Context: an optimization exercise on an open-source flow, tuned for small area and a short achievable clock period. The choices shown serve that exercise and are no tape-out recipe.
The RTL was checked by simulation tests, not by an equivalence proof against the original design.
Power is estimated from default activity; no workload was simulated.

==> flow/design.v <==
package lc3b_types;
    typedef logic [16-1:0] lc3b_word;
    typedef logic [3-1:0] lc3b_reg;
    typedef enum logic [3:0] {
        op_br   = 4'b0000,
        op_add  = 4'b0001,
        op_ldb  = 4'b0010,
        op_stb  = 4'b0011,
        op_jsr  = 4'b0100,
        op_and  = 4'b0101,
        op_ldr  = 4'b0110,
        op_str  = 4'b0111,
        op_rti  = 4'b1000,
        op_not  = 4'b1001,
        op_ldi  = 4'b1010,
        op_sti  = 4'b1011,
        op_jmp  = 4'b1100,
        op_shf  = 4'b1101,
        op_lea  = 4'b1110,
        op_trap = 4'b1111
    } lc3b_opcode;
    typedef enum logic [2:0] {
        alu_add,
        alu_and,
        alu_not,
        alu_passa,
        alu_passb
    } lc3b_aluop;
    typedef struct packed {
        lc3b_opcode opcode;
        lc3b_aluop  aluop;
        logic       addr1mux_sel;
        logic [1:0] addr2mux_sel;
        logic       addr3mux_sel;
        logic       lshf;
        logic       br_op;
        logic       jsr_op;
        logic       trap_op;
        logic       jmp_op;
        logic       uncond_op;
        logic       sr2mux_sel;
        logic       storemux_sel;
        logic [1:0] wbmux_sel;
        logic       dest_mux_sel;
        logic       load_reg;
        logic       load_cc;
        logic       dcacheR;
        logic       dcacheW;
        logic       dcache_enable;
        logic       d_mem_byte_sel;
        logic       alu_result_mux_sel;
        logic       stb_op;
        logic       ldi_op;
        logic       ldb_op;
        lc3b_word   pc;
    } lc3b_control_word;
    typedef struct packed {
        lc3b_control_word ctrl;
        lc3b_word         ir;
        lc3b_word         sr1_val;
        lc3b_word         sr2_val;
        lc3b_reg          dest;
    } idex_t;
    typedef struct packed {
        logic       reg_we;
        lc3b_reg    dest;
        lc3b_word   value;
        logic [2:0] cc;
        logic       mem_rd;
        logic       mem_wr;
        logic       mem_byte;
        lc3b_word   mem_addr;
        lc3b_word   mem_wdata;
        logic       redirect;
        lc3b_word   target;
    } retire_t;
endpackage
module lc3b_decode_exec
(
    input  logic                   clk,
    input  logic                   rst_n,
    input  logic                   instr_valid,
    input  lc3b_types::lc3b_word   instr,
    input  lc3b_types::lc3b_word   pc,
    output logic                   retire_valid,
    output logic                   retire_reg_we,
    output logic [2:0]             retire_dest,
    output logic [15:0]            retire_value,
    output logic [2:0]             retire_cc,
    output logic                   retire_mem_rd,
    output logic                   retire_mem_wr,
    output logic                   retire_mem_byte,
    output logic [15:0]            retire_mem_addr,
    output logic [15:0]            retire_mem_wdata,
    output logic                   retire_redirect,
    output logic [15:0]            retire_target
);
    logic        ex_valid;
    logic [15:0] ir;
    logic [15:0] pc2;
    logic [7:0]  sel_a;      
    logic        byps_a;     
    logic        bypo_a;     
    logic [7:0]  sel_b;      
    logic        byps_b;
    logic        bypo_b;
    logic        use_pc;     
    logic        c_st;       
    logic        i5, i6w, i6b, i8t, i9, i11;   
    logic        r_valid;
    logic        r_we, r_rd, r_wr, r_byte, r_redirect;
    logic [2:0]  r_dest;
    logic        r_vsel;     
    logic [15:0] r_sum;
    logic [15:0] r_oth;
    logic [2:0]  cc_old;
    logic        cc_pend;
    logic [15:0] rf [8];
    logic [7:0]  rf_ok;
    logic [15:0] r_value;
    assign r_value = r_vsel ? r_sum : r_oth;
    logic [7:0] wsel;
    always_comb
        for (int i = 0; i < 8; i++)
            wsel[i] = r_we && r_dest == i;
    always_ff @(posedge clk)
        for (int i = 0; i < 8; i++)
            if (wsel[i])
                rf[i] <= r_value;
    always_ff @(posedge clk or negedge rst_n)
        if (!rst_n)
            rf_ok <= '0;
        else
            rf_ok <= rf_ok | wsel;
    logic [3:0] d_op;
    logic       d_st, d_use_a, d_use_b, d_use_pc;
    logic [2:0] d_idx_b;
    logic       d_hit_a, d_hit_b;
    logic [7:0] ok_next;
    logic       x_we, x_vsel;
    logic [2:0] x_dest;
    assign d_op = instr[15:12];
    assign d_st = (d_op[1:0] == 2'b11) && (d_op[3:2] != 2'b11);
    assign d_use_a = !(d_op == 4'b0000 || d_op == 4'b1000 || d_op == 4'b1110 ||
                       d_op == 4'b1111 || (d_op == 4'b0100 && instr[11]));
    assign d_use_b = d_st || ((d_op == 4'b0001 || d_op == 4'b0101) && !instr[5]);
    assign d_idx_b = d_st ? instr[11:9] : instr[2:0];
    assign d_use_pc = d_op == 4'b0000 || d_op == 4'b1110 || (d_op == 4'b0100 && instr[11]);
    assign ok_next = rf_ok | wsel;
    assign d_hit_a = x_we && x_dest == instr[8:6];
    assign d_hit_b = x_we && x_dest == d_idx_b;
    always_ff @(posedge clk or negedge rst_n)
        if (!rst_n)
            ex_valid <= 1'b0;
        else
            ex_valid <= instr_valid;
    always_ff @(posedge clk)
    begin
        ir <= instr;
        pc2 <= {pc[15:1] + 15'd1, pc[0]};
        use_pc <= d_use_pc;
        c_st <= d_st;
        i5  <= (d_op == 4'b0001 || d_op == 4'b0101) && instr[5];
        i6w <= (d_op == 4'b0110 || d_op == 4'b1010 || d_op == 4'b0111 || d_op == 4'b1011);
        i6b <= (d_op == 4'b0010 || d_op == 4'b0011);
        i8t <= d_op == 4'b1111;
        i9  <= d_op == 4'b0000 || d_op == 4'b1110;
        i11 <= d_op == 4'b0100 && instr[11];
        byps_a <= d_use_a && d_hit_a && x_vsel;
        bypo_a <= d_use_a && d_hit_a && !x_vsel;
        byps_b <= d_use_b && d_hit_b && x_vsel;
        bypo_b <= d_use_b && d_hit_b && !x_vsel;
        for (int i = 0; i < 8; i++)
        begin
            sel_a[i] <= d_use_a && ok_next[i] && instr[8:6] == i && !d_hit_a;
            sel_b[i] <= d_use_b && ok_next[i] && d_idx_b == i && !d_hit_b;
        end
    end
    logic [3:0] op;
    assign op = ir[15:12];
    logic is_br, is_add, is_ldb, is_stb, is_jsr, is_and, is_ldr, is_str;
    logic is_not, is_ldi, is_sti, is_jmp, is_shf, is_lea, is_trap;
    assign is_br   = op == 4'b0000;
    assign is_add  = op == 4'b0001;
    assign is_ldb  = op == 4'b0010;
    assign is_stb  = op == 4'b0011;
    assign is_jsr  = op == 4'b0100;
    assign is_and  = op == 4'b0101;
    assign is_ldr  = op == 4'b0110;
    assign is_str  = op == 4'b0111;
    assign is_not  = op == 4'b1001;
    assign is_ldi  = op == 4'b1010;
    assign is_sti  = op == 4'b1011;
    assign is_jmp  = op == 4'b1100;
    assign is_shf  = op == 4'b1101;
    assign is_lea  = op == 4'b1110;
    assign is_trap = op == 4'b1111;
    logic is_ld, is_st, is_byte, ld_cc, wr;
    assign is_ld   = is_ldr | is_ldi | is_ldb;
    assign is_st   = is_str | is_sti | is_stb;
    assign is_byte = is_ldb | is_stb;
    assign ld_cc   = is_add | is_and | is_not | is_shf | is_lea;
    assign wr      = ld_cc | is_jsr;
    assign x_we = ex_valid && wr;
    assign x_dest = is_jsr ? 3'd7 : ir[11:9];
    assign x_vsel = is_add | is_ld | is_lea;
    logic [15:0] a, b, base, imm, y;
    always_comb
    begin
        a = ({16{byps_a}} & r_sum) | ({16{bypo_a}} & r_oth);
        b = ({16{byps_b}} & r_sum) | ({16{bypo_b}} & r_oth);
        for (int i = 0; i < 8; i++)
        begin
            a = a | ({16{sel_a[i]}} & rf[i]);
            b = b | ({16{sel_b[i]}} & rf[i]);
        end
    end
    assign base = a | ({16{use_pc}} & pc2);
    assign imm = ({16{i5}}  & {{11{ir[4]}}, ir[4:0]}) |
                 ({16{i6b}} & {{10{ir[5]}}, ir[5:0]}) |
                 ({16{i6w}} & {{9{ir[5]}}, ir[5:0], 1'b0}) |
                 ({16{i8t}} & {7'b0, ir[7:0], 1'b0}) |
                 ({16{i9}}  & {{6{ir[8]}}, ir[8:0], 1'b0}) |
                 ({16{i11}} & {{4{ir[10]}}, ir[10:0], 1'b0});
    assign y = ({16{!c_st}} & b) | imm;
    logic [15:0] sum;
    assign sum = base + y;
    logic        shl;
    logic [15:0] sh_in, sh_out, shf;
    assign shl = !ir[4];
    always_comb
        for (int i = 0; i < 16; i++)
            sh_in[i] = shl ? a[15 - i] : a[i];
    assign sh_out = 16'($signed({ir[5] & ir[4] & a[15], sh_in}) >>> ir[3:0]);
    always_comb
        for (int i = 0; i < 16; i++)
            shf[i] = shl ? sh_out[15 - i] : sh_out[i];
    logic [15:0] other;
    always_comb
    begin
        if (is_and)
            other = a & y;
        else if (is_not)
            other = ~a;
        else if (is_shf)
            other = shf;
        else if (is_st)
            other = is_byte ? {b[7:0], b[7:0]} : b;
        else
            other = pc2;
    end
    function automatic logic [2:0] nzp(input logic [15:0] v);
        nzp = {v[15], v == 16'd0, !v[15] && (v != 16'd0)};
    endfunction
    logic [2:0] cc_cur;
    assign cc_cur = !cc_pend ? cc_old : r_vsel ? nzp(r_sum) : nzp(r_oth);
    always_ff @(posedge clk or negedge rst_n)
    begin
        if (!rst_n)
        begin
            r_valid <= 1'b0;
            r_we <= 1'b0;
            cc_old <= 3'b010;
            cc_pend <= 1'b0;
        end
        else
        begin
            r_valid <= ex_valid;
            r_we <= x_we;
            cc_old <= cc_cur;
            cc_pend <= ex_valid & ld_cc;
        end
    end
    always_ff @(posedge clk)
    begin
        r_rd <= is_ld | is_trap;
        r_wr <= is_st;
        r_byte <= is_byte;
        r_redirect <= is_jmp | is_jsr | (is_br & |(ir[11:9] & cc_cur));
        r_dest <= (is_jsr | is_trap) ? 3'd7 : ir[11:9];
        r_vsel <= x_vsel;
        r_sum <= sum;
        r_oth <= other;
    end
    assign retire_valid = r_valid;
    assign retire_reg_we = r_we;
    assign retire_dest = r_dest;
    assign retire_value = r_value;
    assign retire_cc = cc_cur;
    assign retire_mem_rd = r_rd;
    assign retire_mem_wr = r_wr;
    assign retire_mem_byte = r_byte;
    assign retire_mem_addr = r_sum;
    assign retire_mem_wdata = r_oth;
    assign retire_redirect = r_redirect;
    assign retire_target = r_sum;
endmodule
==> flow/flow/run.sh <==
#!/bin/bash
# standard layout, with the port buffers made from the smallest buffer
cp standard.sh standard_sh.txt
export BUFFER_PORTS_ARGS="-buffer_cell sky130_fd_sc_hd__buf_1"
bash standard.sh > standard.log 2>&1
==> flow/standard.sh <==
#!/bin/bash
# synth_recipe.tcl (not shown) runs the flow's synth.tcl, then flattens the netlist and writes it again
# the make line also repeats each setting of config.mk as NAME=value (left out here)
make -C /OpenROAD-flow-scripts/flow DESIGN_CONFIG=/design/flow/config.mk WORK_HOME=/design/flow/orfs CLKGATE_MAP_FILE= SYNTH_SCRIPT=/design/flow/synth_recipe.tcl "${@:-finish}"
==> flow/config.mk <==
export PLATFORM = sky130hd
export DESIGN_NAME = lc3b_decode_exec
export DESIGN_NICKNAME = lc3b_decode_exec
export VERILOG_FILES = /design/flow/design.v
export SDC_FILE = /design/flow/constraint.sdc
export NUM_CORES = 4
export LEC_CHECK = 0
export CAP_MARGIN = 20
export CORE_MARGIN = 2
export CORE_UTILIZATION = 55
export CTS_BUF_LIST = sky130_fd_sc_hd__clkbuf_8
export SETUP_SLACK_MARGIN = 1.5
export SLEW_MARGIN = 20
==> flow/constraint.sdc <==
create_clock -name core_clock -period 5.0 [get_ports {clk}]
set_input_delay 1.0000 -clock core_clock [delete_from_list [all_inputs] [get_ports {clk}]]
set_output_delay 1.0000 -clock core_clock [all_outputs]
set_load 0.01 [all_outputs]
==> impl_results.md, run 1 <==
- Lkg Pwr: 5.203 nW
- Top cells by area, synth: edfxtp_1 (30%), dfxtp_1 (16%), a22oi_1 (6.6%), nand2_1 (3.3%), dfrtp_1 (2.8%)
- TNS Setup: 0 ns
- Largest net degree at the start of global routing: 29
- Worst Hold Class: reg2reg
- Max Slew Vio Count: 0
- Post-synth EDFFs: 128
- Initial antenna violation count: 1
- RSZ-0062 raised after global routing: true
- Clock sinks: 243
- Synth warn: 2
- Yosys top cell area share: 0.3039
- Iteration-0 DRC Markers: 1,746
- Final Cycle Share: 0.6935
- Status: complete, no violations
- Register Area: 0.006251 mm^2
- Post-synth cell types: 75
- I/O pin cnt: 111
- Final setup viols: 0
- Initial DRT Pass Iterations: 8
- Synthesis-to-finish area growth: 10.96%
- Final ANT Viol Nets: 0
- Final Hold Slack: 0.4153 ns
- Root Driver: clkbuf_8
- First-pass GRT wire length: 70,010 um
- Final wirelength: 48,770 um
- TritonCTS Buffers: 40
- Main flop type after synthesis: edfxtp_1
- Worst Skew: 0.03149 ns
- Synth Register Bits: 243
- Asr flop ratio synth: 0.06173
- Cell Pwr Density: 396.5 mW/mm^2
- Multi-input logic area: 0.005853 mm^2
- Vias: 11,471
- WP data required: 5.49 ns
- Vias/cell: 7.037
- Total core area: 0.02264 mm^2
- Startpoint Class: flip-flop
- Vias in the first global route: 10,652
- Die area: 0.02423 mm^2
- Max cap viols: 0
- Post-synthesis sequential area ratio: 0.4919
- Clock Latency Late Sink: 0.58 ns
- Tmin final: 3.468 ns
- Syn Inst Count: 1,225
- Worst-Margin Slew: 1.070 ns
- DR DRC count: 0
- Post-DR wirelength/cell: 29.92 um
- Die Ht: 155.7 um
- Highest clock rate: 0.2884 GHz
- Layout fillers: 1,884
- DP Wirelength: 35,250 um
- Clock buffer depth: 3
- Crit path kind: reg2reg
- Share of cells above drive strength 1: 0.1420
- Placer congestion estimate: 1.050
- Synthesized cell area: 0.01265 mm^2
- Die W: 155.7 um
- Final hold viol count: 0
- Max VDD drop: 0.2874 mV
- Clk slew on worst S/H paths: 0.06 ns
- CP Capture Type: flip-flop
- Port Buffers: 110
- Syn avg cell area: 10.33 um^2
- CP Max Fanout: 15
- Initial Util: 0.5587
- Max H-tree Level: 2
- FP Rows: 55
- Dominant cell type by area after synthesis: edfxtp_1
- CTS tree: done
- Worst rel slew slack: 0.2842
- Total GRT Usage: 0.3996
- Mapped Nets: 1,277
- Layout Nets: 1,365
- GR Overflow Total: 0
- Inserted Diodes: 0
- Critical Path AT: 3.96 ns
-- cell families after synthesis --
| family | share of synthesized area |
|---|---|
| mux | 0.04580 |
| buf+inv | 0.05312 |
| fa+ha+maj | 0.01741 |
| compound gates | 0.2241 |
| flops | 0.4919 |
| simple gates | 0.1483 |
| xor+xnor | 0.01939 |
-- state kept, by name (all words and copies together), names as in the netlist, 3 cells and up --
name / flops
r_sum: 16
rf: 128
sel_b: 8
r_oth: 16
pc2: 16
rf_ok: 8
ir: 16
r_dest: 3
sel_a: 8
cc_old: 3
-- synthesized netlist by cell type (19+ instances only) --
master and instances:
nand2_1 110, inv_1 31, a221oi_1 28, a22oi_1 111, clkbuf_1 52, mux2_2 22
edfxtp_1 128, nand3_1 57, nor2_1 86, o21ai_0 44, dfxtp_1 100, nor3_1 36
and3_1 19, a21oi_1 44, a22o_1 28, xnor2_1 20
-- per-stage QoR --
step / setup slack (ns) / std cells / instance area (um^2) / total power, mW / util
2_1_floorplan: 1.831 / 1225 / 12650 / 3.260 / -
3_3_place_gp: 1.430 / 1550 / 13050 / 3.735 / 0.5766
3_5_place_dp: 1.328 / 1550 / 13050 / 3.740 / 0.5766
4_1_cts: 1.453 / 1625 / 13900 / 5.489 / 0.6140
5_1_grt: 1.470 / 1630 / 14040 / 5.743 / 0.6200
6_report: 1.532 / 1630 / 14040 / 5.566 / 0.6200
-- critical path, stage by stage (launching register included) --
cell,delay (ns)
dfxtp_1,0.73
nor2_1,0.16
nand2_1,0.52
clkinvlp_4,0.47
a211oi_1,0.58
a21o_1,0.17
a22oi_1,0.06
o21ai_0,0.53
a211o_1,0.17
-- metal layers --
layer | GRT usage | vias to the layer above | routed length (um)
met4 | 0.2084 | 0 | 2752
met1 | 0.5539 | 5505 | 18880
li1 | - | 4883 | -
met2 | 0.5765 | 924 | 20700
met3 | 0.1056 | 159 | 6425
met5 | 0 | - | 0
-- layout make-up --
class	instances	area share
clock inverters	29	0.01382
flip-flops and latches	243	0.4454
well taps	285	0.02541
multi-input cells	856	0.4170
inverters	33	0.009092
clock buffers	45	0.04413
repair buffers	139	0.04520
-- report_power, final --
| part | total [mW] | switching [mW] | internal, mW |
|---|---|---|---|
| Clock | 1.76 | 0.825 | 0.940 |
| Sequential | 2.66 | 0.354 | 2.30 |
| Combinational | 1.14 | 0.743 | 0.402 |
-- worst paths after layout --
check | startpoint | end | slack, ns | depth (start not counted)
min in group asynchronous | rst_n | r_we$_DFF_PN0_ | 0.52 | 1
max in group asynchronous | rst_n | cc_old[2]$_DFF_PN0_ | 3.94 | 1
worst min-delay path | ex_valid$_DFF_PN0_ | r_valid$_DFF_PN0_ | 0.42 | 0
worst min register to register | ex_valid$_DFF_PN0_ | r_valid$_DFF_PN0_ | 0.42 | 0
worst max-delay path | ir[14]$_DFF_P_ | r_oth[10]$_DFF_P_ | 1.53 | 8
worst max register to register | ir[14]$_DFF_P_ | r_oth[10]$_DFF_P_ | 1.53 | 8
-- what timing repair did --
| item | 4_1_cts | 5_1_grt |
|---|---|---|
| resized for setup | 10 | 31 |
| setup buffers | 1 | 5 |
| hold buffers | 0 | 0 |
| setup endpoints to repair | 6 | 10 |
| pin swaps | 1 | 5 |
-- placed cells by master, fill, tap and decap left out, drive strengths merged, types with 22 or more instances in the layout --
cell,count
buf,139
a22oi,129
edfxtp,128
nand2,110
dfxtp,100
nor2,87
nand3,62
inv,48
o21ai,48
clkbuf,45
a21oi,44
nor3,36
a221oi,29
a22o,28
mux2,22
==> inputs of run 2 (changes only) <==
--- a/flow/config.mk
+++ b/flow/config.mk
@@ -10,4 +10,6 @@
 export CORE_UTILIZATION = 55
 export CTS_BUF_LIST = sky130_fd_sc_hd__clkbuf_8
-export SETUP_SLACK_MARGIN = 1.5
+export CTS_CLUSTER_DIAMETER = 60
+export CTS_CLUSTER_SIZE = 14
+export SETUP_SLACK_MARGIN = 2.0
 export SLEW_MARGIN = 20
==> run 2 against run 1 <==
Compared with the run above: still clean on timing, DRC and antenna; sequential power barely moved; critical path depth fell by 3; die area did not move; clock power fell by 29%; via count rose by 1.6%; wire length fell by 0.14%; clock skew fell by 0.0012 ns; global-route usage fell by 0.43 points; total power fell by 6.4%; final area rose by 4.0%; fmax rose by 8.8%; worst hold slack improved by 0.0078 ns; critical path type is now reg2out.
==> impl_results.md, run 2 <==
- Crit path kind: reg2out (was reg2reg)
- Setup WS post-layout: 1.813 ns (was 1.532 ns)
- Die W: 155.7 um (unchanged)
- Startpoint Class: flip-flop (unchanged)
- Placer congestion estimate: 1.065 (was 1.050)
- DP Wirelength: 33,860 um (was 35,250 um)
- Die area: 0.02423 mm^2 (unchanged)
- Post-synthesis sequential area ratio: 0.4919 (unchanged)
- Clock power share: 0.241 (was 0.317)
- Post-synth EDFFs: 128 (unchanged)
- DR DRC count: 0 (unchanged)
- Met2 Use GR: 0.5754 (was 0.5765)
- Final Cycle Share: 0.6374 (was 0.6935)
- Max reg flops: 128 (unchanged)
- Max H-tree Level: 1 (was 2)
- Syn avg cell area: 10.33 um^2 (unchanged)
- Place WS: 1.439 ns (was 1.328 ns)
- Share of cells above drive strength 1: 0.2255 (was 0.1420)
- Logic pwr share: 0.252 (was 0.206)
- Pint: 3.319 mW (was 3.644 mW)
- Main flop type after synthesis: edfxtp_1 (unchanged)
- Synth cell count leaders: edfxtp_1 (128), a22oi_1 (111), nand2_1 (110), dfxtp_1 (100), nor2_1 (86) (unchanged)
- Final setup viols: 0 (unchanged)
- Asr flop ratio synth: 0.06173 (unchanged)
- Count leader, synth: edfxtp_1 (unchanged)
- Inserted Diodes: 0 (unchanged)
- Synth Register Bits: 243 (unchanged)
- Yosys top cell area share: 0.3039 (unchanged)
- Vias in the first global route: 10,815 (was 10,652)
- Worst rel slew slack: 0.3785 (was 0.2842)
- Post-DR wirelength/cell: 29.42 um (was 29.92 um)
- Synthesized cell area: 0.01265 mm^2 (unchanged)
- CP Max Fanout: 2 (was 15)
- Clock sinks: 243 (unchanged)
- Worst-Margin Slew: 0.9309 ns (was 1.070 ns)
- Post-synth cell types: 75 (unchanged)
- Tmin final: 3.187 ns (was 3.468 ns)
- Port Buffers: 110 (unchanged)
- I/O pin cnt: 111 (unchanged)
- RSZ-0062 raised after global routing: true (unchanged)
- Final ANT Viol Nets: 0 (unchanged)
- Commonest non-fill, non-tap cell in the layout: edfxtp_1 (unchanged)
- Total core area: 0.02264 mm^2 (unchanged)
- # hold bufs at CTS: 0 (unchanged)
- Max cap viols: 0 (unchanged)
- Reg power frac: 0.508 (was 0.477)
- TritonCTS Buffers: 25 (was 40)
- Clk slew on worst S/H paths: 0.09 ns (was 0.06 ns)
- Worst Hold Class: reg2reg (unchanged)
- GRT busiest layer: met2 (unchanged)
- Layout fillers: 1,859 (was 1,884)
- CP Capture Type: output pin (was flip-flop)
- Vias: 11,656 (was 11,471)
- First-pass GRT wire length: 70,300 um (was 70,010 um)
- Largest net degree at the start of global routing: 34 (was 29)
- Synthesis-to-finish area growth: 15.45% (was 10.96%)
- NetSw: 1.891 mW (was 1.921 mW)
- Clock buffer depth: 3 (unchanged)
- Vias/cell: 7.043 (was 7.037)
- Final wirelength: 48,700 um (was 48,770 um)
- Initial DRT Pass Iterations: 9 (was 8)
- Mapped Nets: 1,277 (unchanged)
- CTS tree: done (unchanged)
- Most frequent cells in the layout: edfxtp_1 (128), nand2_1 (110), buf_1 (109), a22oi_1 (106), nor2_1 (77) (was edfxtp_1 (128), a22oi_1 (111), nand2_1 (110), buf_1 (110), nor2_1 (85))
- Reg with most FFs: rf (unchanged)
- Layout Nets: 1,403 (was 1,365)
- Utilization after layout: 0.6450 (was 0.6200)
- Lkg Pwr: 5.398 nW (was 5.203 nW)
- Highest clock rate: 0.3138 GHz (was 0.2884 GHz)
- Top cells by area, synth: edfxtp_1 (30%), dfxtp_1 (16%), a22oi_1 (6.6%), nand2_1 (3.3%), dfrtp_1 (2.8%) (unchanged)
- Synth warn: 2 (unchanged)
- Status: complete, no violations (unchanged)
- Die Ht: 155.7 um (unchanged)
- Syn Inst Count: 1,225 (unchanged)
- Max Slew Vio Count: 0 (unchanged)
- FP Rows: 55 (unchanged)
- Cell Pwr Density: 356.7 mW/mm^2 (was 396.5 mW/mm^2)
- GR Overflow Total: 0 (unchanged)
- GR Util met1: 0.5587 (was 0.5539)
- Met3 usage: 0.09000 (was 0.1056)
- Iteration-0 DRC Markers: 1,872 (was 1,746)
- Total GRT Usage: 0.3952 (was 0.3996)
- TNS Setup: 0 ns (unchanged)
- Initial antenna violation count: 0 (was 1)
- Sw Ratio: 0.3630 (was 0.3452)
- Max VDD drop: 0.2816 mV (was 0.2874 mV)
- Dominant cell type by area after synthesis: edfxtp_1 (unchanged)
- Root Driver: clkbuf_8 (unchanged)
- Final hold viol count: 0 (unchanged)
- Critical Path AT: 2.19 ns (was 3.96 ns)
- Clock Latency Late Sink: 0.59 ns (was 0.58 ns)
- Initial Util: 0.5587 (unchanged)
- Worst Skew: 0.03030 ns (was 0.03149 ns)
- WP data required: 4.00 ns (was 5.49 ns)
==> run 2: changes by cell type in the layout (fill, tap and decap cells not counted), moves of 7 or more <==
cell,change
buf_4,+48
nor2_2,+7
dfxtp_1,-29
dfxtp_4,+26
nor2_1,-8
clkbuf_8,-19
==> run 2: routing by layer <==
layer  wire, um  vias to the layer above
li1           -                     4960
met2      20380                     1008
met1      18740                     5501
met3       6594                      187
met5          0                        -
met4       2981                        0
==> run 2: power by group through the flow <==
stage | clock (mW) | sequential (mW) | combinational [mW]
floorplan | 0 | 2.49 | 0.781
global placement | 0 | 2.67 | 1.07
detailed placement | 0 | 2.66 | 1.07
CTS | 1.27 | 2.62 | 1.20
global route | 1.35 | 2.64 | 1.39
finish | 1.25 | 2.64 | 1.31
==> run 2: final timing paths <==
kind                       depth (start not counted)  slack [ns]                from                 end
max                                                5        1.81   r_oth[11]$_DFF_P_        retire_cc[1]
min                                                0        0.42  ex_valid$_DFF_PN0_   r_valid$_DFF_PN0_
max reg2reg                                       13        1.89  rf[1][3]$_DFFE_PP_   r_sum[15]$_DFF_P_
min reg2reg                                        0        0.42  ex_valid$_DFF_PN0_   r_valid$_DFF_PN0_
max in group asynchronous                          1        3.96               rst_n  rf_ok[6]$_DFF_PN0_
min in group asynchronous                          1        0.50               rst_n      r_we$_DFF_PN0_
==> run 2: cell type report <==
type,instances,area (um^2),area share
Tap cell,285,356.6,0.02442
Clock inverter,20,135.1,0.009253
Clock buffer,26,357.8,0.02450
Timing Repair Buffer,192,1085,0.07428
Multi-Input combinational cell,856,6182,0.4233
Inverter,33,135.1,0.009253
Sequential cell,243,6352,0.4350
==> run 2: through the flow <==
stage | std cells | cell area (um^2) | power [mW] | hold WS [ns]
after CTS | 1636 | 14250 | 5.092 | 0.4281
after floorplan | 1225 | 12670 | 3.267 | 0.3665
after detailed placement | 1541 | 13000 | 3.735 | 0.3790
after global routing | 1655 | 14600 | 5.379 | 0.4316
after global placement | 1541 | 13000 | 3.735 | 0.3903
final | 1655 | 14600 | 5.210 | 0.4231
==> run 2: critical path, stage by stage (launching register included) <==
cell     delay, ns
dfxtp_4       0.38
nor4_4        0.35
nand4_1       0.23
mux2_4        0.36
a21oi_4       0.16
buf_6         0.12
==> run 2: cells by family (layout without fill, tap and decap cells) <==
| family | Yosys count | count (layout) | synth area share |
|---|---|---|---|
| buf+inv | 126 | 271 | 0.05312 |
| simple gates | 389 | 389 | 0.1483 |
| compound gates | 376 | 376 | 0.2241 |
| fa+ha+maj | 17 | 17 | 0.01741 |
| mux | 46 | 46 | 0.04580 |
| xor+xnor | 28 | 28 | 0.01939 |
| flops | 243 | 243 | 0.4919 |
==> run 2: repair_timing <==
item,in CTS,in global routing
endpoints found under the setup margin,40,19
pin swaps,25,24
gates resized for setup,120,53
setup buffers,49,18
==> inputs of run 3 (changes only) <==
--- a/flow/config.mk
+++ b/flow/config.mk
@@ -9,7 +9,7 @@
 export CORE_MARGIN = 2
 export CORE_UTILIZATION = 55
-export CTS_BUF_LIST = sky130_fd_sc_hd__clkbuf_8
-export CTS_CLUSTER_DIAMETER = 60
-export CTS_CLUSTER_SIZE = 14
-export SETUP_SLACK_MARGIN = 2.0
+export CTS_BUF_LIST = sky130_fd_sc_hd__clkbuf_16
+export CTS_CLUSTER_DIAMETER = 100
+export CTS_CLUSTER_SIZE = 24
+export SETUP_SLACK_MARGIN = 1.8
 export SLEW_MARGIN = 20
==> run 3 against run 2 <==
Compared with the run above: wire length fell by 0.48%; area after synthesis stayed put; via count fell by 2.3%; clock-buffer cell count decreased by 12; clock skew increased by 0.012 ns; sequential share of layout area grew 1.2 points; flip-flop and latch count did not move; non-clock buffer count decreased by 23; worst setup slack got worse by 0.074 ns; critical path type unchanged; largest cell class unchanged.
==> impl_results.md, run 3 <==
- Status: complete, no violations (unchanged)
- Inserted Diodes: 0 (unchanged)
- Largest net degree at the start of global routing: 29 (was 34)
- CP Capture Type: output pin (unchanged)
- Cell Pwr Density: 359.0 mW/mm^2 (was 356.7 mW/mm^2)
- Iteration-0 DRC Markers: 1,626 (was 1,872)
- Most frequent cells in the layout: edfxtp_1 (128), nand2_1 (110), buf_1 (110), a22oi_1 (107), nor2_1 (82) (was edfxtp_1 (128), nand2_1 (110), buf_1 (109), a22oi_1 (106), nor2_1 (77))
- Final wirelength: 48,460 um (was 48,700 um)
- Dominant cell type by area after synthesis: edfxtp_1 (unchanged)
- CTS tree: done (unchanged)
- Die Ht: 155.7 um (unchanged)
- Finished Layout Cells: 1,609 (was 1,655)
- Clock Latency Late Sink: 0.53 ns (was 0.59 ns)
- WP data required: 4.00 ns (about the same)
- Final ANT Viol Nets: 0 (unchanged)
- Vias in the first global route: 10,425 (was 10,815)
- FP Rows: 55 (unchanged)
- Vias/cell: 7.076 (was 7.043)
- Max cap viols: 0 (unchanged)
- Synthesis-to-finish area growth: 11.52% (was 15.45%)
- First-pass GRT wire length: 69,400 um (was 70,300 um)
- Flop2flop setup slack: 1.77 ns (was 1.89 ns)
- Clock buffer depth: 3 (unchanged)
- Post-synthesis sequential area ratio: 0.4919 (unchanged)
- Layout Nets: 1,369 (was 1,403)
- Final Cycle Share: 0.6522 (was 0.6374)
- Crit path cell chain: nor4_4 > nand4_1 > mux2_2 > a21oi_2 > buf_1 (was nor4_4 > nand4_1 > mux2_4 > a21oi_4 > buf_6)
- Commonest non-fill, non-tap cell in the layout: edfxtp_1 (unchanged)
- Count leader, synth: edfxtp_1 (unchanged)
- Tmin final: 3.261 ns (was 3.187 ns)
- CP Max Fanout: 6 (was 2)
- Die W: 155.7 um (unchanged)
- I/O pin cnt: 111 (unchanged)
- Post-DR wirelength/cell: 30.12 um (was 29.42 um)
- Worst Skew: 0.04222 ns (was 0.03030 ns)
- Root Driver: clkbuf_16 (was clkbuf_8)
- Critical Path AT: 2.26 ns (was 2.19 ns)
- Synth Register Bits: 243 (unchanged)
- Syn avg cell area: 10.33 um^2 (unchanged)
- Asr flop ratio synth: 0.06173 (unchanged)
- Worst R2R Path Depth: 16 (was 13)
- Initial Util: 0.5587 (unchanged)
- Synth warn: 2 (unchanged)
- Multi-input logic area: 0.006032 mm^2 (was 0.006182 mm^2)
- Post-synth EDFFs: 128 (unchanged)
- Worst-Margin Slew: 1.081 ns (was 0.9309 ns)
- Synthesized cell area: 0.01265 mm^2 (unchanged)
- Max VDD drop: 0.2776 mV (was 0.2816 mV)
- Worst Hold Depth: 0 (unchanged)
- Max Slew Vio Count: 0 (unchanged)
- R2r endpoint: r_sum[14]$_DFF_P_ (was r_sum[15]$_DFF_P_)
- Vias: 11,386 (was 11,656)
- Yosys top cell area share: 0.3039 (unchanged)
- Top cells by area, synth: edfxtp_1 (30%), dfxtp_1 (16%), a22oi_1 (6.6%), nand2_1 (3.3%), dfrtp_1 (2.8%) (unchanged)
- RSZ-0062 raised after global routing: true (unchanged)
- Worst Hold End: r_valid$_DFF_PN0_ (unchanged)
- Reg with most FFs: rf (unchanged)
- GR Overflow Total: 0 (unchanged)
- TNS Setup: 0 ns (unchanged)
- Utilization after layout: 0.6231 (was 0.6450)
- Clock sinks: 243 (unchanged)
- Max reg flops: 128 (unchanged)
- Final setup viols: 0 (unchanged)
- Final hold viol count: 0 (unchanged)
- Die area: 0.02423 mm^2 (unchanged)
- DR DRC count: 0 (unchanged)
- Syn Inst Count: 1,225 (unchanged)
- DP Wirelength: 35,250 um (was 33,860 um)
- Register Area: 0.006311 mm^2 (was 0.006352 mm^2)
- Max H-tree Level: 1 (unchanged)
- Layout fillers: 1,881 (was 1,859)
- Initial DRT Pass Iterations: 6 (was 9)
- Placer congestion estimate: 1.050 (was 1.065)
- Lkg Pwr: 5.170 nW (was 5.398 nW)
- Design Area, Final: 0.01411 mm^2 (was 0.01460 mm^2)
- Post-synth cell types: 75 (unchanged)
- Max incr delay on CP: 0.53 ns (was 0.38 ns)
- Crit path kind: reg2out (unchanged)
- Initial antenna violation count: 1 (was 0)
- Startpoint Class: flip-flop (unchanged)
- Worst rel slew slack: 0.2764 (was 0.3785)
- Main flop type after synthesis: edfxtp_1 (unchanged)
- Placed Cells: 1,550 (was 1,541)
- TritonCTS Buffers: 14 (was 25)
- R2r startpoint: sel_b[5]$_DFF_P_ (was rf[1][3]$_DFFE_PP_)
- Worst Hold Class: reg2reg (unchanged)
- Share of cells above drive strength 1: 0.1798 (was 0.2255)
- Hold Crit Start: ex_valid$_DFF_PN0_ (unchanged)
- Total GRT Usage: 0.3950 (was 0.3952)
- Worst setup path start: r_sum[4]$_DFF_P_ (was r_oth[11]$_DFF_P_)
- DP Area: 0.01305 mm^2 (was 0.01300 mm^2)
- Highest clock rate: 0.3067 GHz (was 0.3138 GHz)
- Port Buffers: 110 (unchanged)
- Synth cell count leaders: edfxtp_1 (128), a22oi_1 (111), nand2_1 (110), dfxtp_1 (100), nor2_1 (86) (unchanged)
- Clk slew on worst S/H paths: 0.10 ns (was 0.09 ns)
- Total core area: 0.02264 mm^2 (unchanged)
- CP max-delay cell: dfxtp_1 (was dfxtp_4)
- Mapped Nets: 1,277 (unchanged)
-- run 3: power breakdown --
group	internal, mW	leakage [nW]	switching, mW
clock network	0.528	0.220	0.676
registers	2.30	2.18	0.359
logic	0.438	2.77	0.762
-- run 3: critical path, delay by kind of cell (launching register included) --
kind	cells	cell delay, ns
DFF	1	0.53
muxes	1	0.35
buffers and inverters	1	0.17
AOI/OAI and AO/OA	1	0.20
and+or+nand+nor	2	0.49
-- run 3: cell families (layout without fill, tap and decap cells) --
family / after synthesis / count (layout) / synth area share
AOI/OAI and AO/OA: 376 / 376 / 0.2241
muxes: 46 / 46 / 0.04580
xor gates and xnor gates: 28 / 28 / 0.01939
adders and majority gates: 17 / 17 / 0.01741
and+or+nand+nor: 389 / 389 / 0.1483
DFF: 243 / 243 / 0.4919
buffers and inverters: 126 / 225 / 0.05312
-- run 3: layer usage --
layer | track usage | vias to the layer above | wire length, um
met5 | 0.01656 | - | 57
met4 | 0.1975 | 2 | 3139
met3 | 0.09917 | 167 | 5751
met2 | 0.5790 | 868 | 20550
met1 | 0.5452 | 5467 | 18960
li1 | - | 4882 | -
-- run 3: final cells by class --
| class | count | share of cell area |
|---|---|---|
| Clock buffer | 14 | 0.02483 |
| Clock inverter | 9 | 0.004169 |
| Inverter | 33 | 0.009135 |
| Multi-Input combinational cell | 856 | 0.4276 |
| Sequential cell | 243 | 0.4474 |
| Tap cell | 285 | 0.02528 |
| Timing Repair Buffer | 169 | 0.06164 |
-- run 3: repair_timing --
| action | CTS | global route |
|---|---|---|
| endpoints found under the setup margin | 33 | 20 |
| gates resized for setup | 63 | 57 |
| endpoints found under the hold margin | 0 | 0 |
| pin swaps | 8 | 25 |
| hold buffers | 0 | 0 |
| buffers inserted | 7 | 29 |
| gates cloned | 0 | 0 |
-- run 3: worst max path at each step --
stage                              to  slack [ns]  cells past startpoint
floorplan           r_sum[14]$_DFF_P_        1.83                     12
global placement    r_sum[14]$_DFF_P_        1.43                     14
detailed placement  r_sum[14]$_DFF_P_        1.33                     14
CTS                 r_sum[14]$_DFF_P_        1.77                     13
global route        r_sum[15]$_DFF_P_        1.69                     17
finish                   retire_cc[1]        1.74                      5
-- run 3: stage by stage --
stage | setup slack [ns] | power, mW | hold WS, ns
final | 1.739 | 5.064 | 0.4268
after global routing | 1.690 | 5.206 | 0.4401
after CTS | 1.767 | 4.959 | 0.4226
after detailed placement | 1.328 | 3.740 | 0.3928
after global placement | 1.430 | 3.735 | 0.3921
after floorplan | 1.831 | 3.260 | 0.3665
==> inputs of run 4 (changes only) <==
--- a/flow/design.v
+++ b/flow/design.v
@@ -100,12 +100,11 @@
     logic [15:0] pc2;
     logic [7:0]  sel_a;      
-    logic        byps_a;     
-    logic        bypo_a;     
+    logic        byp_a;      
     logic [7:0]  sel_b;      
-    logic        byps_b;
-    logic        bypo_b;
+    logic        byp_b;
     logic        use_pc;     
     logic        c_st;       
     logic        i5, i6w, i6b, i8t, i9, i11;   
+    logic        o_and, o_not, o_shf, o_st, o_stb, o_pc;   
     logic        r_valid;
     logic        r_we, r_rd, r_wr, r_byte, r_redirect;
@@ -115,5 +114,6 @@
     logic [15:0] r_oth;
     logic [2:0]  cc_old;
-    logic        cc_pend;
+    logic        cc_psum;    
+    logic        cc_poth;    
     logic [15:0] rf [8];
     logic [7:0]  rf_ok;
@@ -167,8 +167,12 @@
         i9  <= d_op == 4'b0000 || d_op == 4'b1110;
         i11 <= d_op == 4'b0100 && instr[11];
-        byps_a <= d_use_a && d_hit_a && x_vsel;
-        bypo_a <= d_use_a && d_hit_a && !x_vsel;
-        byps_b <= d_use_b && d_hit_b && x_vsel;
-        bypo_b <= d_use_b && d_hit_b && !x_vsel;
+        o_and <= d_op == 4'b0101;
+        o_not <= d_op == 4'b1001;
+        o_shf <= d_op == 4'b1101;
+        o_st  <= d_op == 4'b0111 || d_op == 4'b1011;
+        o_stb <= d_op == 4'b0011;
+        o_pc  <= d_op == 4'b0100 || d_op == 4'b1111;
+        byp_a <= d_use_a && d_hit_a;
+        byp_b <= d_use_b && d_hit_b;
         for (int i = 0; i < 8; i++)
         begin
@@ -208,6 +212,6 @@
     always_comb
     begin
-        a = ({16{byps_a}} & r_sum) | ({16{bypo_a}} & r_oth);
-        b = ({16{byps_b}} & r_sum) | ({16{bypo_b}} & r_oth);
+        a = {16{byp_a}} & r_value;
+        b = {16{byp_b}} & r_value;
         for (int i = 0; i < 8; i++)
         begin
@@ -237,22 +241,17 @@
             shf[i] = shl ? sh_out[15 - i] : sh_out[i];
     logic [15:0] other;
-    always_comb
-    begin
-        if (is_and)
-            other = a & y;
-        else if (is_not)
-            other = ~a;
-        else if (is_shf)
-            other = shf;
-        else if (is_st)
-            other = is_byte ? {b[7:0], b[7:0]} : b;
-        else
-            other = pc2;
-    end
+    assign other = ({16{o_and}} & a & y) |
+                   ({16{o_not}} & ~a) |
+                   ({16{o_shf}} & shf) |
+                   ({16{o_st}} & b) |
+                   ({16{o_stb}} & {b[7:0], b[7:0]}) |
+                   ({16{o_pc}} & pc2);
     function automatic logic [2:0] nzp(input logic [15:0] v);
         nzp = {v[15], v == 16'd0, !v[15] && (v != 16'd0)};
     endfunction
     logic [2:0] cc_cur;
-    assign cc_cur = !cc_pend ? cc_old : r_vsel ? nzp(r_sum) : nzp(r_oth);
+    assign cc_cur = ({3{!cc_psum && !cc_poth}} & cc_old) |
+                    ({3{cc_psum}} & nzp(r_sum)) |
+                    ({3{cc_poth}} & nzp(r_oth));
     always_ff @(posedge clk or negedge rst_n)
     begin
@@ -262,5 +261,6 @@
             r_we <= 1'b0;
             cc_old <= 3'b010;
-            cc_pend <= 1'b0;
+            cc_psum <= 1'b0;
+            cc_poth <= 1'b0;
         end
         else
@@ -269,5 +269,6 @@
             r_we <= x_we;
             cc_old <= cc_cur;
-            cc_pend <= ex_valid & ld_cc;
+            cc_psum <= ex_valid & ld_cc & x_vsel;
+            cc_poth <= ex_valid & ld_cc & !x_vsel;
         end
     end
--- a/flow/config.mk
+++ b/flow/config.mk
@@ -12,4 +12,5 @@
 export CTS_CLUSTER_DIAMETER = 100
 export CTS_CLUSTER_SIZE = 24
+export PLACE_DENSITY = 0.75
 export SETUP_SLACK_MARGIN = 1.8
 export SLEW_MARGIN = 20
==> run 4 against run 3 <==
Compared with the run above: sequential share of layout area increased by 2.1 points; flip-flop and latch count grew 5; via count down 11%; clock-buffer cell count unchanged; worst hold slack better by 0.0024 ns; sequential power fell by 4%; critical path depth up 10; first-iteration DRC count is 13% lower; total power decreased by 2.2%; final area fell by 3.3%; largest cell class unchanged.
==> impl_results.md, run 4 <==
- Share of cells above drive strength 1: 0.1676 (was 0.1798)
- Initial Util: 0.5589 (was 0.5587)
- Syn Inst Count: 1,108 (was 1,225)
- Commonest non-fill, non-tap cell in the layout: edfxtp_1 (unchanged)
- Sw Ratio: 0.3291 (was 0.3547)
- Max Slew Vio Count: 0 (unchanged)
- Clock buffer depth: 3 (unchanged)
- Vias: 10,188 (was 11,386)
- Crit path kind: reg2reg (was reg2out)
- Asr flop ratio synth: 0.06452 (was 0.06173)
- CP max-delay cell: and3_1 (was dfxtp_1)
- TNS Setup: 0 ns (unchanged)
- Total GRT Usage: 0.3246 (was 0.3950)
- Cell Pwr Density: 363.3 mW/mm^2 (was 359.0 mW/mm^2)
- Root Driver: clkbuf_16 (unchanged)
- First-pass GRT wire length: 58,130 um (was 69,400 um)
- Clock power share: 0.242 (was 0.238)
- GR Util met1: 0.4392 (was 0.5452)
- Final wirelength: 39,230 um (was 48,460 um)
- Max reg flops: 128 (unchanged)
- Reg power frac: 0.516 (was 0.526)
- Main flop type after synthesis: edfxtp_1 (unchanged)
- Post-synth cell types: 75 (unchanged)
- Iteration-0 DRC Markers: 1,409 (was 1,626)
- Port Buffers: 110 (unchanged)
- Tot Pwr: 4.954 mW (was 5.064 mW)
- Placer congestion estimate: 1.042 (was 1.050)
- Final setup viols: 0 (unchanged)
- Vias/cell: 6.861 (was 7.076)
- # hold bufs at CTS: 0 (unchanged)
- Clk slew on worst S/H paths: 0.09 ns (was 0.10 ns)
- Syn avg cell area: 10.97 um^2 (was 10.33 um^2)
- Logic pwr share: 0.242 (was 0.237)
- Worst Hold Class: reg2reg (unchanged)
- Worst rel slew slack: 0.4300 (was 0.2764)
- Post-synthesis sequential area ratio: 0.5204 (was 0.4919)
- TritonCTS Buffers: 14 (unchanged)
- Synth warn: 2 (unchanged)
- Lkg Pwr: 4.871 nW (was 5.170 nW)
- Max VDD drop: 0.2602 mV (was 0.2776 mV)
- Hold Crit Start: ex_valid$_DFF_PN0_ (unchanged)
- Worst setup path start: r_vsel$_DFF_P_ (was r_sum[4]$_DFF_P_)
- Met2 Use GR: 0.5052 (was 0.5790)
- Mapped Nets: 1,160 (was 1,277)
- R2r startpoint: r_vsel$_DFF_P_ (was sel_b[5]$_DFF_P_)
- Die area: 0.02331 mm^2 (was 0.02423 mm^2)
- Synth Register Bits: 248 (was 243)
- Met3 usage: 0.06684 (was 0.09917)
- CP Max Fanout: 11 (was 6)
- Total core area: 0.02176 mm^2 (was 0.02264 mm^2)
- Crit path cell chain: buf_12 > mux2_4 > buf_4 > nand2_1 > and3_1 > nand2_1 > ha_4 > and3_1 > o211ai_1 > buf_4 > a31oi_4 > nand4_1 > nand4b_1 > a21oi_2 > xnor2_1 (was nor4_4 > nand4_1 > mux2_2 > a21oi_2 > buf_1)
- Synthesis-to-finish area growth: 12.16% (was 11.52%)
- DP Area: 0.01250 mm^2 (was 0.01305 mm^2)
- Final hold viol count: 0 (unchanged)
- Dominant cell type by area after synthesis: edfxtp_1 (unchanged)
- GRT busiest layer: met2 (unchanged)
- Max incr delay on CP: 0.43 ns (was 0.53 ns)
- Largest net degree at the start of global routing: 33 (was 29)
- Synth cell count leaders: edfxtp_1 (128), nand2_1 (108), dfxtp_1 (104), a22oi_1 (73), nor2_1 (63) (was edfxtp_1 (128), a22oi_1 (111), nand2_1 (110), dfxtp_1 (100), nor2_1 (86))
- Status: complete, no violations (unchanged)
- Count leader, synth: edfxtp_1 (unchanged)
- I/O pin cnt: 111 (unchanged)
- Layout fillers: 1,727 (was 1,881)
- Die Ht: 152.7 um (was 155.7 um)
- GR Overflow Total: 0 (unchanged)
- Clock sinks: 248 (was 243)
- DR DRC count: 0 (unchanged)
- Post-DR wirelength/cell: 26.41 um (was 30.12 um)
- Most frequent cells in the layout: edfxtp_1 (128), buf_1 (110), nand2_1 (108), dfxtp_1 (87), a22oi_1 (70) (was edfxtp_1 (128), nand2_1 (110), buf_1 (110), a22oi_1 (107), nor2_1 (82))
- Max cap viols: 0 (unchanged)
- Tmin final: 3.154 ns (was 3.261 ns)
- Synthesized cell area: 0.01216 mm^2 (was 0.01265 mm^2)
- Placed Cells: 1,416 (was 1,550)
- Vias in the first global route: 9,387 (was 10,425)
- Highest clock rate: 0.3171 GHz (was 0.3067 GHz)
- Final Cycle Share: 0.6307 (was 0.6522)
- Worst Skew: 0.02609 ns (was 0.04222 ns)
- Final ANT Viol Nets: 0 (unchanged)
- NetSw: 1.630 mW (was 1.796 mW)
- WP data required: 5.38 ns (was 4.00 ns)
- Inserted Diodes: 0 (unchanged)
- Design Area, Final: 0.01364 mm^2 (was 0.01411 mm^2)
- Worst-Margin Slew: 0.8550 ns (was 1.081 ns)
- CP Capture Type: flip-flop (was output pin)
- Critical Path AT: 3.54 ns (was 2.26 ns)
- Pint: 3.324 mW (was 3.268 mW)
- Finished Layout Cells: 1,485 (was 1,609)
- Clock Latency Late Sink: 0.51 ns (was 0.53 ns)
- Die W: 152.7 um (was 155.7 um)
- Post-synth EDFFs: 128 (unchanged)
- Yosys top cell area share: 0.3161 (was 0.3039)
- RSZ-0062 raised after global routing: false (was true)
- Layout Nets: 1,249 (was 1,369)
- Max H-tree Level: 1 (unchanged)
- Initial antenna violation count: 0 (was 1)
- FP Rows: 54 (was 55)
- Startpoint Class: flip-flop (unchanged)
- CTS tree: done (unchanged)
- DP Wirelength: 27,400 um (was 35,250 um)
- Reg with most FFs: rf (unchanged)
- Top cells by area, synth: edfxtp_1 (32%), dfxtp_1 (17%), a22oi_1 (4.5%), nand2_1 (3.3%), dfrtp_1 (3.1%) (was edfxtp_1 (30%), dfxtp_1 (16%), a22oi_1 (6.6%), nand2_1 (3.3%), dfrtp_1 (2.8%))
- Initial DRT Pass Iterations: 8 (was 6)
[run 4: cell count changes after synthesis, moves of 13 or more]
cell,delta
nand3_1,-41
nand4_1,+13
nor2_1,-23
nor3_1,-19
a22oi_2,-16
a22oi_1,-38
[run 4: what timing repair did]
action,in CTS,in global routing
gates resized for setup,54,52
buffers inserted,11,34
pin swaps,10,16
setup endpoints to repair,22,24
[run 4: layout make-up]
type	count	area, um^2	area share
flip-flops and latches	248	6381	0.4679
multi-input cells	735	5499	0.4032
repair buffers	170	888.4	0.06514
clock buffers	14	350.3	0.02569
well taps	280	350.3	0.02569
inverters	28	105.1	0.007706
clock inverters	10	63.81	0.004679
[run 4: worst max-delay path: cells and delay by family, from the launching register on]
| kind | cells | cell delay (ns) |
|---|---|---|
| AND/OR/NAND/NOR | 6 | 1.04 |
| multiplexers | 1 | 0.34 |
| AO/OA/AOI/OAI | 3 | 0.35 |
| buffers and inverters | 3 | 0.45 |
| adder cells (fa/ha/maj) | 1 | 0.32 |
| flip-flops | 1 | 0.40 |
| XOR/XNOR | 1 | 0.12 |
[run 4: power by group through the flow]
stage,Sequential [mW],Combinational (mW),Clock [mW]
2_1_floorplan,2.48,0.755,0
3_3_place_gp,2.59,1.03,0
3_5_place_dp,2.59,1.04,0
4_1_cts,2.54,1.09,1.20
5_1_grt,2.55,1.28,1.28
6_report,2.56,1.20,1.20
[run 4: cells by family after synthesis]
group / count (synthesis) / share of synthesized area
AND/OR/NAND/NOR: 328 / 0.1359
multiplexers: 59 / 0.06925
AO/OA/AOI/OAI: 300 / 0.1798
buffers and inverters: 125 / 0.05423
adder cells (fa/ha/maj): 17 / 0.01811
XOR/XNOR: 31 / 0.02233
flip-flops: 248 / 0.5204
[run 4: final timing paths]
kind                       cells after the start            endpoint  slack (ns)
max                                           15   r_sum[15]$_DFF_P_        1.85
min                                            0   r_valid$_DFF_PN0_        0.43
max reg2reg                                   15   r_sum[15]$_DFF_P_        1.85
min reg2reg                                    0   r_valid$_DFF_PN0_        0.43
max in group asynchronous                      1  rf_ok[3]$_DFF_PN0_        3.91
min in group asynchronous                      1      r_we$_DFF_PN0_        0.56
[run 4: routing by layer]
metal  routed length (um)  vias up  share of wire
li1                     -     4388              -
met5                    0        -              0
met3                 4991      156           0.13
met4                 2277        0          0.058
met1                14540     4842           0.37
met2                17410      802           0.44
[run 4: through the flow]
step	worst slack, ns	hold WS, ns	util
6_report	1.846	0.4291	0.6269
5_1_grt	1.783	0.4663	0.6269
4_1_cts	1.773	0.4366	0.6039
3_5_place_dp	1.171	0.4151	0.5745
3_3_place_gp	1.265	0.4136	0.5745
2_1_floorplan	1.848	0.3734	-
==> inputs of run 5 (changes only) <==
--- a/flow/config.mk
+++ b/flow/config.mk
@@ -12,5 +12,4 @@
 export CTS_CLUSTER_DIAMETER = 100
 export CTS_CLUSTER_SIZE = 24
-export PLACE_DENSITY = 0.75
 export SETUP_SLACK_MARGIN = 1.8
 export SLEW_MARGIN = 20
==> run 5 against run 4 <==
Compared with the run above: still clean on timing, DRC and antenna; global-route usage rose by 1.2 points; clock power barely moved; sequential power barely moved; combinational power fell by 6%; non-clock buffer count fell by 23; worst setup slack improved by 0.0012 ns; final cell count fell by 1.6%; via count fell by 2.1%; flip-flop and latch count did not move; critical path depth fell by 2; highest routed layer unchanged.
==> impl_results.md, run 5 <==
- Status: complete, no violations (unchanged)
- Clk slew on worst S/H paths: 0.10 ns (was 0.09 ns)
- Synth warn: 2 (unchanged)
- Port Buffers: 110 (unchanged)
- Lkg Pwr: 4.734 nW (was 4.871 nW)
- WP data required: 5.38 ns (about the same)
- Critical Path AT: 3.54 ns (about the same)
- Synthesis-to-finish area growth: 9.683% (was 12.16%)
- Placer congestion estimate: 0.9816 (was 1.042)
- CP Capture Type: flip-flop (unchanged)
- Max VDD drop: 0.3431 mV (was 0.2602 mV)
- Vias/cell: 6.830 (was 6.861)
- Inserted Diodes: 0 (unchanged)
- Final wirelength: 40,420 um (was 39,230 um)
- Dominant cell type by area after synthesis: edfxtp_1 (unchanged)
- Synth cell count leaders: edfxtp_1 (128), nand2_1 (108), dfxtp_1 (104), a22oi_1 (73), nor2_1 (63) (unchanged)
- Syn Inst Count: 1,108 (unchanged)
- Worst Skew: 0.02686 ns (was 0.02609 ns)
- Worst-Margin Slew: 0.8741 ns (was 0.8550 ns)
- Share of cells above drive strength 1: 0.1456 (was 0.1676)
- Die W: 152.7 um (unchanged)
- Hold Crit Start: ex_valid$_DFF_PN0_ (unchanged)
- Root Driver: clkbuf_16 (unchanged)
- Die area: 0.02331 mm^2 (unchanged)
- Crit path kind: reg2reg (unchanged)
- Most frequent cells in the layout: edfxtp_1 (128), buf_1 (110), nand2_1 (108), dfxtp_1 (85), a22oi_1 (73) (was edfxtp_1 (128), buf_1 (110), nand2_1 (108), dfxtp_1 (87), a22oi_1 (70))
- Worst rel slew slack: 0.4173 (was 0.4300)
- Initial DRT Pass Iterations: 6 (was 8)
- Vias: 9,978 (was 10,188)
- Reg with most FFs: rf (unchanged)
- Buf+Inv Stages, Crit Path: 1 (was 3)
- TNS Setup: 0 ns (unchanged)
- CP Max Fanout: 9 (was 11)
- Clock Latency Late Sink: 0.49 ns (was 0.51 ns)
- Tmin final: 3.152 ns (was 3.154 ns)
- Layout Nets: 1,226 (was 1,249)
- Largest net degree at the start of global routing: 33 (unchanged)
- Clock buffer depth: 3 (unchanged)
- Worst R2R Path Depth: 13 (was 15)
- Clock sinks: 248 (unchanged)
- CTS tree: done (unchanged)
- Worst Hold Class: reg2reg (unchanged)
- Mapped Nets: 1,160 (unchanged)
- Syn avg cell area: 10.97 um^2 (unchanged)
- Delay-heaviest family, CP: compound AO/OA/AOI/OAI gates (was simple AND/OR/NAND/NOR gates)
- Max cap viols: 0 (unchanged)
- Total core area: 0.02176 mm^2 (unchanged)
- Post-synth cell types: 75 (unchanged)
- Final setup viols: 0 (unchanged)
- Post-DR wirelength/cell: 27.66 um (was 26.41 um)
- Vias in the first global route: 9,374 (was 9,387)
- CP max-delay cell: ha_1 (was and3_1)
- DR DRC count: 0 (unchanged)
- Cell Pwr Density: 367.5 mW/mm^2 (was 363.3 mW/mm^2)
- Top cells by area, synth: edfxtp_1 (32%), dfxtp_1 (17%), a22oi_1 (4.5%), nand2_1 (3.3%), dfrtp_1 (3.1%) (unchanged)
- Flop2flop setup slack: 1.85 ns (about the same)
- Iteration-0 DRC Markers: 1,415 (was 1,409)
- Placed Cells: 1,418 (was 1,416)
- Highest clock rate: 0.3172 GHz (was 0.3171 GHz)
- Worst Hold Depth: 0 (unchanged)
- Initial Util: 0.5589 (unchanged)
- Total GRT Usage: 0.3364 (was 0.3246)
- Finished Layout Cells: 1,461 (was 1,485)
- RSZ-0062 raised after global routing: true (was false)
- Design Area, Final: 0.01334 mm^2 (was 0.01364 mm^2)
- Final hold viol count: 0 (unchanged)
- Initial antenna violation count: 0 (unchanged)
- DP Area: 0.01252 mm^2 (was 0.01250 mm^2)
- Post-synth EDFFs: 128 (unchanged)
- Max H-tree Level: 1 (unchanged)
- Yosys top cell area share: 0.3161 (unchanged)
- Die Ht: 152.7 um (unchanged)
- Crit path cell chain: buf_4 > a22oi_1 > nand4_1 > a21oi_2 > o21ai_0 > ha_1 > and3_1 > o211ai_1 > a31oi_2 > nand4_1 > nand4b_1 > a21oi_2 > xnor2_1 (was buf_12 > mux2_4 > buf_4 > nand2_1 > and3_1 > nand2_1 > ha_4 > and3_1 > o211ai_1 > buf_4 > a31oi_4 > nand4_1 > nand4b_1 > a21oi_2 > xnor2_1)
- Max reg flops: 128 (unchanged)
- Commonest non-fill, non-tap cell in the layout: edfxtp_1 (unchanged)
- Max Slew Vio Count: 0 (unchanged)
- R2r endpoint: r_sum[15]$_DFF_P_ (unchanged)
- TritonCTS Buffers: 14 (unchanged)
- Tot Pwr: 4.902 mW (was 4.954 mW)
- FP Rows: 54 (unchanged)
- Post-synthesis sequential area ratio: 0.5204 (unchanged)
- Worst setup path start: sel_b[1]$_DFF_P_ (was r_vsel$_DFF_P_)
- Final ANT Viol Nets: 0 (unchanged)
- Asr flop ratio synth: 0.06452 (unchanged)
- Final Cycle Share: 0.6305 (was 0.6307)
- Synthesized cell area: 0.01216 mm^2 (unchanged)
- Main flop type after synthesis: edfxtp_1 (unchanged)
- Max incr delay on CP: 0.44 ns (was 0.43 ns)
- Synth Register Bits: 248 (unchanged)
- First-pass GRT wire length: 59,430 um (was 58,130 um)
- Count leader, synth: edfxtp_1 (unchanged)
- DP Wirelength: 29,030 um (was 27,400 um)
- Worst Hold End: r_valid$_DFF_PN0_ (unchanged)
- R2r startpoint: sel_b[1]$_DFF_P_ (was r_vsel$_DFF_P_)
- I/O pin cnt: 111 (unchanged)
- GR Overflow Total: 0 (unchanged)
- Startpoint Class: flip-flop (unchanged)
-- run 5: cell counts after synthesis --
Identical to the previous run, type by type.
-- run 5: worst max path at each step --
stage | to | slack [ns] | cells past startpoint
6_report | r_sum[15]$_DFF_P_ | 1.85 | 13
5_1_grt | r_sum[14]$_DFF_P_ | 1.71 | 13
4_1_cts | r_sum[14]$_DFF_P_ | 1.67 | 11
3_5_place_dp | r_sum[14]$_DFF_P_ | 1.17 | 15
3_3_place_gp | r_sum[14]$_DFF_P_ | 1.32 | 15
2_1_floorplan | r_sum[14]$_DFF_P_ | 1.85 | 17
-- run 5: worst reg2reg max path: stages (launching register included) --
cell and delay, ns:
dfxtp_2 0.42, buf_4 0.22, a22oi_1 0.17, nand4_1 0.17, a21oi_2 0.35, o21ai_0 0.26, ha_1 0.44, and3_1 0.17
o211ai_1 0.12, a31oi_2 0.29, nand4_1 0.12, nand4b_1 0.13, a21oi_2 0.08, xnor2_1 0.11
-- run 5: through the flow --
stage	setup WS, ns	hold WS (ns)	utilization
after detailed placement	1.168	0.4048	0.5755
after CTS	1.671	0.4303	0.6001
after global placement	1.318	0.4032	0.5755
after global routing	1.713	0.4412	0.6130
final	1.848	0.4341	0.6130
after floorplan	1.848	0.3734	-
-- run 5: cells by family (layout without fill, tap and decap cells) --
logic type                 count (synthesis)  after routing  synth area share
and+or+nand+nor                          328            328            0.1359
AOI/OAI and AO/OA                        300            300            0.1798
DFF                                      248            248            0.5204
buffers and inverters                    125            198           0.05423
muxes                                     59             59           0.06925
xor gates and xnor gates                  31             31           0.02233
adders and majority gates                 17             17           0.01811
-- run 5: cell type report --
| class | instances | area (um^2) |
|---|---|---|
| Fill cell | 1824 | 8419 |
| Sequential cell | 248 | 6376 |
| Multi-Input combinational cell | 735 | 5381 |
| Timing Repair Buffer | 147 | 705.7 |
| Clock buffer | 15 | 375.4 |
| Tap cell | 280 | 350.3 |
| Inverter | 28 | 105.1 |
| Clock inverter | 8 | 42.54 |
-- run 5: routing by layer --
layer,part of all wire,vias to the layer above,GRT usage,routed length (um)
met1,0.39,4815,0.4509,15820
met3,0.092,156,0.05518,3718
met5,0,-,0,0
li1,-,4345,-,-
met2,0.46,662,0.5482,18510
met4,0.059,0,0.1384,2366
-- run 5: power by group --
part	total (mW)	switching [mW]	internal, mW	leakage, nW
sequential	2.56	0.232	2.33	2.24
combinational	1.13	0.706	0.426	2.27
clock	1.21	0.656	0.554	0.229
total	4.90	1.59	3.31	4.73
-- run 5: timing repair --
action	CTS	global route
resized for setup	40	47
pin swaps	5	13
setup endpoints to repair	27	28
hold buffers	0	0
setup buffers	5	15
==> inputs of run 6 (changes only) <==
--- a/flow/config.mk
+++ b/flow/config.mk
@@ -12,4 +12,4 @@
 export CTS_CLUSTER_DIAMETER = 100
 export CTS_CLUSTER_SIZE = 24
-export SETUP_SLACK_MARGIN = 1.8
+export SETUP_SLACK_MARGIN = 2.1
 export SLEW_MARGIN = 20
==> run 6 against run 5 <==
Compared with the run above: combinational power increased by 14%; die area is the same; final cell count increased by 3.8%; worst setup slack improved by 0.19 ns; global-route usage grew 0.60 points; final area rose by 6.7%; worst hold slack improved by 0.0024 ns; fmax is 6.3% higher; sequential power about the same; largest power group unchanged.
==> impl_results.md, run 6 <==
- Most frequent cells in the layout: edfxtp_1 (128), buf_1 (106), nand2_1 (104), buf_4 (82), a22oi_1 (70) (was edfxtp_1 (128), buf_1 (110), nand2_1 (108), dfxtp_1 (85), a22oi_1 (73))
- TNS Setup: 0 ns (unchanged)
- Post-synthesis sequential area ratio: 0.5204 (unchanged)
- Final ANT Viol Nets: 0 (unchanged)
- Final Hold Slack: 0.4365 ns (was 0.4341 ns)
- Placer congestion estimate: 0.9943 (was 0.9816)
- FP Rows: 54 (unchanged)
- Iteration-0 DRC Markers: 1,346 (was 1,415)
- Max incr delay on CP: 0.38 ns (was 0.44 ns)
- Initial Util: 0.5589 (unchanged)
- Max Slew Vio Count: 0 (unchanged)
- Post-synth cell types: 75 (unchanged)
- Register Area: 0.006436 mm^2 (was 0.006376 mm^2)
- Post-DR wirelength/cell: 27.35 um (was 27.66 um)
- Port Buffers: 110 (unchanged)
- Layout fillers: 1,699 (was 1,824)
- Inserted Diodes: 0 (unchanged)
- WP data required: 5.41 ns (was 5.38 ns)
- Total core area: 0.02176 mm^2 (unchanged)
- Worst Setup EP: r_sum[15]$_DFF_P_ (unchanged)
- Final setup viols: 0 (unchanged)
- Post-synthesis mux area share: 0.06925 (unchanged)
- Yosys top cell area share: 0.3161 (unchanged)
- Main flop type after synthesis: edfxtp_1 (unchanged)
- Worst-Margin Slew: 0.9478 ns (was 0.8741 ns)
- Vias in the first global route: 9,528 (was 9,374)
- CTS tree: done (unchanged)
- R2r startpoint: sel_a[4]$_DFF_P_ (was sel_b[1]$_DFF_P_)
- I/O pin cnt: 111 (unchanged)
- Total stage count of the critical path: 14 (was 13)
- First-pass GRT wire length: 60,360 um (was 59,430 um)
- Synth cell count leaders: edfxtp_1 (128), nand2_1 (108), dfxtp_1 (104), a22oi_1 (73), nor2_1 (63) (unchanged)
- Top cells by area, synth: edfxtp_1 (32%), dfxtp_1 (17%), a22oi_1 (4.5%), nand2_1 (3.3%), dfrtp_1 (3.1%) (unchanged)
- XOR/XNOR share of the synthesized area: 0.02233 (unchanged)
- Multi-input logic area: 0.005784 mm^2 (was 0.005381 mm^2)
- Initial antenna violation count: 0 (unchanged)
- Flop2flop setup slack: 2.04 ns (was 1.85 ns)
- Simple-Gate Fraction of Synth Area: 0.1359 (unchanged)
- Clock buffer depth: 3 (unchanged)
- Reg with most FFs: rf (unchanged)
- CP Capture Type: flip-flop (unchanged)
- Clk slew on worst S/H paths: 0.10 ns (about the same)
- Highest clock rate: 0.3373 GHz (was 0.3172 GHz)
- Dominant cell type by area after synthesis: edfxtp_1 (unchanged)
- Final hold viol count: 0 (unchanged)
- Compound-Gate Fraction of Synth Area: 0.1798 (unchanged)
- Lkg Pwr: 5.127 nW (was 4.734 nW)
- TritonCTS Buffers: 14 (unchanged)
- GR Overflow Total: 0 (unchanged)
- Vias: 10,254 (was 9,978)
- Status: complete, no violations (unchanged)
- Synth Register Bits: 248 (unchanged)
- Post-synth EDFFs: 128 (unchanged)
- Clock Latency Late Sink: 0.51 ns (was 0.49 ns)
- DR DRC count: 0 (unchanged)
- Share of cells above drive strength 1: 0.2362 (was 0.1456)
- Mapped Nets: 1,160 (unchanged)
- Asr flop ratio synth: 0.06452 (unchanged)
- Root Driver: clkbuf_16 (unchanged)
- Synthesized cell area: 0.01216 mm^2 (unchanged)
- Cell Pwr Density: 355.7 mW/mm^2 (was 367.5 mW/mm^2)
- Commonest non-fill, non-tap cell in the layout: edfxtp_1 (unchanged)
- Post-Synth Adder-Cell Area: 0.01811 (unchanged)
- Worst rel slew slack: 0.3681 (was 0.4173)
- Count leader, synth: edfxtp_1 (unchanged)
- Crit path kind: reg2reg (unchanged)
- Max H-tree Level: 1 (unchanged)
- Tmin final: 2.965 ns (was 3.152 ns)
- Synth warn: 2 (unchanged)
- Layout Nets: 1,280 (was 1,226)
- Max reg flops: 128 (unchanged)
[run 6: cell count changes in the layout (fill, tap and decap cells not counted), sizes merged]
| cell | previous run | this run |
|---|---|---|
| clkbuf | 15 | 17 |
| inv | 36 | 37 |
| clkinv | 0 | 1 |
| buf | 147 | 198 |
[run 6: how the worst min path moves through the flow]
stage	start	to	slack [ns]	cells after the start
after floorplan	ex_valid$_DFF_PN0_	r_valid$_DFF_PN0_	0.37	0
after global placement	ex_valid$_DFF_PN0_	r_valid$_DFF_PN0_	0.41	0
after detailed placement	ex_valid$_DFF_PN0_	r_valid$_DFF_PN0_	0.41	0
after CTS	ex_valid$_DFF_PN0_	r_valid$_DFF_PN0_	0.44	0
after global routing	ex_valid$_DFF_PN0_	r_valid$_DFF_PN0_	0.47	0
final	ex_valid$_DFF_PN0_	r_valid$_DFF_PN0_	0.44	0
[run 6: logic make-up after synthesis]
family / Yosys count
and+or+nand+nor: 328
AOI/OAI and AO/OA: 300
muxes: 59
xor gates and xnor gates: 31
adders and majority gates: 17
DFF: 248
buffers and inverters: 125
[run 6: timing repair]
| item | 4_1_cts | 5_1_grt |
|---|---|---|
| hold buffers | 0 | 0 |
| resized for setup | 135 | 59 |
| buffers inserted | 46 | 32 |
| pin swaps | 24 | 37 |
| endpoints found under the setup margin | 54 | 28 |
[run 6: layout make-up]
type,count,area share
Tap cell,280,0.02461
Sequential cell,248,0.4521
Inverter,28,0.007383
Multi-Input combinational cell,735,0.4063
Timing Repair Buffer,201,0.08059
Clock buffer,14,0.02461
Clock inverter,10,0.004394
[run 6: power by group]
group	internal [mW]	total (mW)	switching, mW
logic	0.539	1.29	0.750
clock network	0.528	1.19	0.664
registers	2.33	2.58	0.252
[run 6: metrics by stage]
stage	instances	utilization	area [um^2]	power, mW	setup WS (ns)
after detailed placement	1413	0.5761	12530	3.639	1.282
after CTS	1483	0.6307	13720	4.936	2.064
after global placement	1413	0.5759	12530	3.641	1.271
final	1516	0.6544	14240	5.064	2.035
after global routing	1516	0.6544	14240	5.247	1.861
after floorplan	1108	-	12230	3.249	2.089
[run 6: routing by layer]
layer	track usage	vias up	wire length, um
met1	0.4586	4935	15720
met4	0.1574	0	2486
li1	-	4452	-
met3	0.06456	151	4319
met5	0	-	0
met2	0.5439	716	18930

## static timing again, ports no longer ideal
The results above use ideal ports. As a check the final layouts listed here were re-extracted and re-timed, cells and wires unchanged.
Step 1 sets driving cells, clkbuf_16 on the clock port and buf_2 on the other inputs (assumed; they add their load-dependent delay and slew).
Step 2 also shifts input and output timing later by t, the mid clock arrival at the registers, as if the neighbouring blocks saw the same clock.
Slacks: no drivers / after step 1 / after step 2; pairs: no drivers / after step 1.
run	t, ns	setup WS [ns]
run 1	0.607	1.532 / 1.522 / 1.532
run 2	0.620	1.813 / 1.768 / 1.617
run 3	0.553	1.739 / 1.690 / 1.602
run 4	0.548	1.846 / 1.802 / 1.592
run 5	0.530	1.848 / 1.823 / 1.512
run 6	0.551	2.035 / 2.035 / 1.757
After both steps every run listed still meets setup and hold.
